This design comes from an exercise in tuning for a short achievable clock period and few clock cycles on the open sky130 flow, not from production work.
The RTL was checked by simulation tests, not by an equivalence proof against the original design.
No driver is modelled on the clock port, so clocking that relies on it looks cheaper here than on a real chip.
Power figures rest on the tool's default switching activity, not on a simulated workload.

==> flow/design.v (excerpt) <==
module soc_fabric (
   input  logic                   wb_clk_i,
   input  logic                   rst_n_i,
   input  logic                   cpu_cyc_i,
   input  logic                   cpu_stb_i,
   input  logic                   cpu_we_i,
   input  logic [32-1:0] cpu_adr_i,
   input  logic [4-1:0]  cpu_sel_i,
   input  logic [32-1:0] cpu_dat_i,
   output logic                   cpu_ack_o,
   output logic                   cpu_err_o,
   output logic [32-1:0] cpu_dat_o,
   input  logic                   dbg_cyc_i,
   input  logic                   dbg_stb_i,
   input  logic                   dbg_we_i,
   input  logic [32-1:0] dbg_adr_i,
   input  logic [4-1:0]  dbg_sel_i,
   input  logic [32-1:0] dbg_dat_i,
   output logic                   dbg_ack_o,
   output logic                   dbg_err_o,
   output logic [32-1:0] dbg_dat_o,
   input  logic [32-1:0]     gpio_in_i,
   output logic [32-1:0]     gpio_out_o,
   output logic [32-1:0]     gpio_oe_o
);
   soc_pkg::wb_req_t cpu_req;
   soc_pkg::wb_rsp_t cpu_rsp;
   soc_pkg::wb_req_t dbg_req;
   soc_pkg::wb_rsp_t dbg_rsp;
   assign cpu_req = {cpu_cyc_i, cpu_stb_i, cpu_we_i, cpu_adr_i, cpu_sel_i, cpu_dat_i};
   assign dbg_req = {dbg_cyc_i, dbg_stb_i, dbg_we_i, dbg_adr_i, dbg_sel_i, dbg_dat_i};
   assign {cpu_ack_o, cpu_err_o, cpu_dat_o} = cpu_rsp;
   assign {dbg_ack_o, dbg_err_o, dbg_dat_o} = dbg_rsp;
   soc_fabric_top u_top (
      .wb_clk_i   (wb_clk_i),
      .rst_n_i    (rst_n_i),
      .cpu_req_i  (cpu_req),
      .cpu_rsp_o  (cpu_rsp),
      .dbg_req_i  (dbg_req),
      .dbg_rsp_o  (dbg_rsp),
      .gpio_in_i  (gpio_in_i),
      .gpio_out_o (gpio_out_o),
      .gpio_oe_o  (gpio_oe_o)
   );
endmodule
Size: roughly 24,000 cells after synthesis, ~310 I/O pins, roughly 400,000 um2 of cells after synthesis.
clock: 6.0 ns
lec_check: 0
cap_margin: 50
core_margin: 2
core_utilization: 50
place_density: 0.65
setup_slack_margin: 2.5
slew_margin: 80
synth_hierarchical: 1
synth_memory_max_bits: 16384
synth_minimum_keep_size: 0
tns_end_percent: 10
standard.sh (not shown) runs the stock make flow with config.mk's settings and CLKGATE_MAP_FILE= SYNTH_SCRIPT=/design/flow/synth_recipe.tcl, a recipe that flattens the netlist after the stock synthesis.
==> flow/flow/run.sh <==
#!/bin/bash
set -euo pipefail
here=$(pwd)
f=$here/flow

# Standard synthesis, unchanged
bash standard.sh synth > synth.log 2>&1

# The rest of the standard flow with the extra settings
extra="MATCH_CELL_FOOTPRINT=0 \"BUFFER_PORTS_ARGS=-buffer_cell sky130_fd_sc_hd__buf_8\""
extra="$extra POST_FLOORPLAN_TCL=$f/floorplan.tcl PRE_IO_PLACEMENT_TCL=$f/pins.tcl POST_CTS_TCL=$f/cts.tcl"
for s in GLOBAL_PLACE RESIZE DETAIL_PLACE CTS GLOBAL_ROUTE REPAIR_TIMING_POST_PLACE; do
   extra="$extra PRE_${s}_TCL=$f/dontuse.tcl"
done
extra="$extra MAX_REPAIR_ANTENNAS_ITER_DRT=20"
sed "s|\"\\\${@:-finish}\"|$extra \"\${@:-finish}\"|" standard.sh > layout.sh
grep -q POST_CTS_TCL layout.sh
for step in floorplan place cts route finish; do
   bash layout.sh "$step" > "layout_$step.log" 2>&1
done
test -s out/final.def
Other scripts of this flow, unchanged in this note and not shown: flow/flow/cts.tcl, flow/flow/dontuse.tcl, flow/flow/floorplan.tcl, flow/flow/pins.tcl
Testbench counts at the start, summed over its fixed seeds: cycles 8,366.
Edit:
--- a/flow/design.v
+++ b/flow/design.v
@@ -147,14 +147,13 @@
    assign req_sel = {dbg_req_i.sel, cpu_req_i.sel};
    assign req_dat = {dbg_req_i.dat, cpu_req_i.dat};
    logic [DEPTH-1:0][DW-1:0]          mem_q;
    logic [1:0]                        ack_q;
    logic [1:0]                        err_q;
    logic [1:0]                        rsp_q;
-   logic [1:0][1:0][DW-1:0]           tree_q;
-   logic [1:0][DW-1:0]                keep_q;
+   logic [1:0][DW-1:0]                rdata_q;
    logic [32-1:0]                in_meta_q;
    logic [32-1:0]                in_sync_q;
    logic [32-1:0]                out_q;
    logic [32-1:0]                oe_q;
    logic [1:0]                        first;
    logic [1:0]                        is_sram;
@@ -167,12 +166,13 @@
    logic [1:0]                        wr_sram;
    logic [1:0]                        hold;
    logic [1:0]                        wack;
    logic [1:0]                        wr_out;
    logic [1:0]                        wr_oe;
    logic [1:0][8-1:0]    word_idx;
+   logic [1:0][DW-1:0]                rdata_d;
    logic [1:0][DW-1:0]                other_d;
    logic [1:0][DW-1:0]                other_q;
    logic [1:0][DW-1:0]                dat_o;
    logic [1:0][4-1:0][DEPTH-1:0] rsel;
    logic [1:0][DEPTH/2-1:0][DW-1:0]   l1_n;
    logic [1:0][DEPTH/8-1:0][DW-1:0]   l2;
@@ -241,24 +241,22 @@
       assign byp_word = wr_sram[1-p] && word_idx[p] == word_idx[1-p];
       assign byp      = {4{byp_word}} & req_sel[1-p];
       assign byp_mask = {{8{byp[3]}}, {8{byp[2]}}, {8{byp[1]}}, {8{byp[0]}}};
       logic [DW-1:0] keep;
       logic [DW-1:0] other_n;
       logic [DW-1:0] tree_n;
-      logic [DW-1:0] keep_d;
       assign keep    = ~byp_mask & {DW{!is_gpio[p]}};
       assign other_n = ~(is_gpio[p] ? gpio_rd : (byp_mask & req_dat[1-p]));
-      assign keep_d     = keep;
+      sram_o21ai #(.W(DW)) u_tree (.a1(l4[p][0]), .a2(l4[p][1]), .b1(keep), .y(tree_n));
+      assign rdata_d[p] = tree_n;
       assign other_d[p] = other_n;
       always_ff @(posedge wb_clk_i) begin
-         tree_q[p]  <= l4[p];
-         keep_q[p]  <= keep_d;
+         rdata_q[p] <= rdata_d[p];
          other_q[p] <= other_d[p];
       end
-      sram_o21ai #(.W(DW)) u_tree (.a1(tree_q[p][0]), .a2(tree_q[p][1]), .b1(keep_q[p]), .y(tree_n));
-      sram_nand2 #(.W(DW)) u_rd (.a(tree_n), .b(other_q[p]), .y(dat_o[p]));
+      sram_nand2 #(.W(DW)) u_rd (.a(rdata_q[p]), .b(other_q[p]), .y(dat_o[p]));
       always_ff @(posedge wb_clk_i or negedge rst_n_i) begin
          if (!rst_n_i) begin
             ack_q[p] <= 1'b0;
             err_q[p] <= 1'b0;
             rsp_q[p] <= 1'b0;
          end else begin
Effect:
- Now the flow produced a layout that fails on antenna rules
- die area stays flat
- maximum frequency decreases by 1.6%
- combinational power decreases by 4.8%
- cell area decreases by 0.70%
- area after synthesis is about the same
- power decreases by 0.92%
- first-iteration DRC count decreases by 1.3%
- clock skew increases by 14 ps
- worst setup slack loses 60 ps
- critical path depth decreases by 2
- via count decreases by 0.68%
- global-route usage decreases by 0.14 points
Testbench counts after the change, summed over its fixed seeds: cycles 8,366.

---

Setup of red:
soc_fabric, a different RTL version from the one above (not shown whole).
Size: roughly 8,500 flip-flops.
clock: 6.0 ns
lec_check: 0
cap_margin: 50
core_margin: 2
core_utilization: 50
place_density: 0.65
setup_slack_margin: 2.5
slew_margin: 80
synth_hierarchical: 1
synth_memory_max_bits: 16384
synth_minimum_keep_size: 0
tns_end_percent: 10
==> flow/flow/cts.tcl <==
# After CTS and its timing repair: replace the small repeaters that the
# design repair left on long wires by stronger buffers, then legalize.
set n 0
foreach i [get_cells wire*] {
  set r [get_property $i ref_name]
  if {[lsearch {sky130_fd_sc_hd__dlymetal6s2s_1 sky130_fd_sc_hd__clkbuf_2 sky130_fd_sc_hd__buf_2 sky130_fd_sc_hd__clkbuf_1 sky130_fd_sc_hd__buf_1 sky130_fd_sc_hd__buf_4 sky130_fd_sc_hd__clkbuf_4} $r] >= 0} {
    replace_cell $i sky130_fd_sc_hd__buf_6; incr n
  }
}
puts "cts.tcl: resized $n wire buffers"
detailed_placement
check_placement -verbose
==> flow/flow/dontuse.tcl <==
# Keep the optimizer from using delay cells and the weakest buffers as
# buffers (hold fixing keeps its dlygate cells)
set_dont_use [get_lib_cells {sky130_fd_sc_hd__dlymetal6s* sky130_fd_sc_hd__clkdlybuf4s* sky130_fd_sc_hd__clkbuf_1 sky130_fd_sc_hd__clkbuf_2 sky130_fd_sc_hd__buf_1 sky130_fd_sc_hd__buf_2}]
==> flow/flow/floorplan.tcl <==
# After floorplan: upsize the 4-input gates of the wide AND-OR read trees
# (levels 2 to 4, which drive the longer wires) before placement.
source [file join [file dirname [info script]] dontuse.tcl]
set n 0
foreach inst [get_cells *] {
  set r [get_property $inst ref_name]
  switch -- $r {
    sky130_fd_sc_hd__nand4_1 - sky130_fd_sc_hd__nand4_2 { replace_cell $inst sky130_fd_sc_hd__nand4_4; incr n }
    sky130_fd_sc_hd__nor4_1 - sky130_fd_sc_hd__nor4_2 { replace_cell $inst sky130_fd_sc_hd__nor4_4; incr n }
  }
}
puts "floorplan.tcl: upsized $n tree gates"
==> flow/flow/pins.tcl <==
# Before pin placement: keep each port's request control pins and its ack and
# err pins together, since ack follows from them within the cycle.
set grp {}
foreach p {cpu dbg} {
  foreach n {cyc_i stb_i we_i adr_i[31] adr_i[30] adr_i[29] adr_i[28] ack_o err_o} {
    lappend grp ${p}_$n
  }
}
set_io_pin_constraint -group -order -pin_names $grp
Scripts as last shown in full above: flow/flow/run.sh
Testbench counts of red, summed over its fixed seeds: cycles 8,366.
Relative to red, the following input files were edited for blue:
diff --git a/flow/design.v b/flow/design.v
--- a/flow/design.v
+++ b/flow/design.v
@@ -152,23 +152,20 @@
    logic [1:0]                        ofs_oe;
    logic [1:0]                        ok;
    logic [1:0]                        sram_wr;
    logic [1:0]                        wr_sram;
    logic [1:0]                        hold;
    logic [1:0]                        wack;
    logic [1:0]                        wr_out;
    logic [1:0]                        wr_oe;
    logic [1:0][8-1:0]    word_idx;
    logic [1:0][DW-1:0]                rdata_d;
-   logic [1:0][DW-1:0]                other_d;
-   logic [1:0][DW-1:0]                other_q;
-   logic [1:0][DW-1:0]                dat_o;
    logic [1:0][4-1:0][DEPTH-1:0] rsel;
    logic [1:0][DEPTH/2-1:0][DW-1:0]   l1_n;
    logic [1:0][DEPTH/8-1:0][DW-1:0]   l2;
    logic [1:0][DEPTH/32-1:0][DW-1:0]  l3_n;
    logic [1:0][1:0][DW-1:0]           l4;
    assign hold[0] = 1'b0;
    assign hold[1] = req_cyc[0] && req_we[0];
    for (genvar p = 0; p < 2; p++) begin : g_port
       assign first[p]    = req_cyc[p] && !rsp_q[p];
       assign is_sram[p]  = req_adr[p][32-1 -: 4] == 4'hE;
@@ -229,27 +226,24 @@
       logic [DW-1:0]         byp_mask;
       assign byp_word = wr_sram[1-p] && word_idx[p] == word_idx[1-p];
       assign byp      = {4{byp_word}} & req_sel[1-p];
       assign byp_mask = {{8{byp[3]}}, {8{byp[2]}}, {8{byp[1]}}, {8{byp[0]}}};
       logic [DW-1:0] keep;
       logic [DW-1:0] other_n;
       logic [DW-1:0] tree_n;
       assign keep    = ~byp_mask & {DW{!is_gpio[p]}};
       assign other_n = ~(is_gpio[p] ? gpio_rd : (byp_mask & req_dat[1-p]));
       sram_o21ai #(.W(DW)) u_tree (.a1(l4[p][0]), .a2(l4[p][1]), .b1(keep), .y(tree_n));
-      assign rdata_d[p] = tree_n;
-      assign other_d[p] = other_n;
+      sram_nand2 #(.W(DW)) u_rd (.a(tree_n), .b(other_n), .y(rdata_d[p]));
       always_ff @(posedge wb_clk_i) begin
          rdata_q[p] <= rdata_d[p];
-         other_q[p] <= other_d[p];
       end
-      sram_nand2 #(.W(DW)) u_rd (.a(rdata_q[p]), .b(other_q[p]), .y(dat_o[p]));
       always_ff @(posedge wb_clk_i or negedge rst_n_i) begin
          if (!rst_n_i) begin
             ack_q[p] <= 1'b0;
             err_q[p] <= 1'b0;
             rsp_q[p] <= 1'b0;
          end else begin
             ack_q[p] <= first[p] && ok[p] && !sram_wr[p];
             err_q[p] <= first[p] && !ok[p];
             rsp_q[p] <= first[p] && !sram_wr[p];
          end
@@ -314,22 +308,22 @@
    logic [1:0] ack;
    logic [1:0] page_n;
    logic [1:0] wreq_n;
    logic       hold_n;
    assign page_n[0] = !is_sram[0];
    assign page_n[1] = !is_sram[1];
    sram_nand2 #(.W(1)) u_hold_n (.a(req_cyc[0]), .b(req_we[0]), .y(hold_n));
    assign wreq_n[0] = !(req_cyc[0] && req_we[0]);
    assign wreq_n[1] = !(req_cyc[1] && req_we[1] && hold_n);
    sram_o21bai #(.W(2)) u_ack (.a1(page_n), .a2(wreq_n), .b1_n(ack_q), .y(ack));
-   assign cpu_rsp_o  = {ack[0], err_q[0], dat_o[0]};
-   assign dbg_rsp_o  = {ack[1], err_q[1], dat_o[1]};
+   assign cpu_rsp_o  = {ack[0], err_q[0], rdata_q[0]};
+   assign dbg_rsp_o  = {ack[1], err_q[1], rdata_q[1]};
    assign gpio_out_o = out_q;
    assign gpio_oe_o  = oe_q;
 endmodule
 `default_nettype wire
 `timescale 1ns/10ps
 `default_nettype none
 module soc_fabric (
    input  logic                   wb_clk_i,
    input  logic                   rst_n_i,
    input  logic                   cpu_cyc_i,
## What came out
Both conditions hold for blue: the flow ran to the end and the final layout passed the timing, DRC and antenna checks. red → blue: critical path depth has increased, combinational share of power has remained practically unchanged. Comparing blue and red, the higher flip-flop and latch count was measured on red. | post-synthesis area per instance | blue vs red | ≈ equal |. Re worst setup slack: blue and red aren't equal, and the lower value belongs to blue. Any difference in vertical die dimension between red and blue is small enough to ignore. Mapped cell area: red vs blue — no meaningful difference. Diff red..blue | clock-pin slew on the worst setup and hold paths | negligible. Compared with red, blue shows antenna cell count that has gone down by more than 10%. The synthesized netlist net count of blue and that of red are within noise of each other. When blue is measured against red, its power attributed to combinational cells turns out 2.4% lower. Comparing blue and red, total power is higher on red.
Testbench counts of blue, summed over its fixed seeds: cycles 8,366.

re-timing with driven ports:
No port has a modelled driver above. Below, the same layouts with a new extraction and two added sets of constraints. Step 1 assumes that a clkbuf_16 drives the clock port and a buf_2 every other input. Step 2 also shifts input and output timing later by t, the mid clock arrival at the registers, as if the neighbouring blocks saw the same clock. a / b / c = ideal / step 1 / step 2; a / b = the first two.
run | shift t [ns] | setup WS [ns] | worst hold slack (ns) | worst register clock-pin slew, ns | cell pins on the clock port's net
the first run of note 1 | 1.406 | 2.260 / 2.210 / 0.964 | 0.052 / -0.068 / 0.345 | 0.07 / 0.07 | 1
the second run of note 1 | 1.401 | 2.199 / 2.111 / 0.709 | 0.099 / -0.002 / 0.326 | 0.08 / 0.08 | 1
red | 1.421 | 2.265 / 1.966 / 0.545 | 0.033 / -0.083 / 0.331 | 0.07 / 0.07 | 1
blue | 1.444 | 2.213 / 2.120 / 0.677 | 0.020 / -0.091 / 0.332 | 0.07 / 0.07 | 1
For red, which loses most, drivers alone change the setup slack by -0.299 ns; drivers and shift together by -1.720 ns.
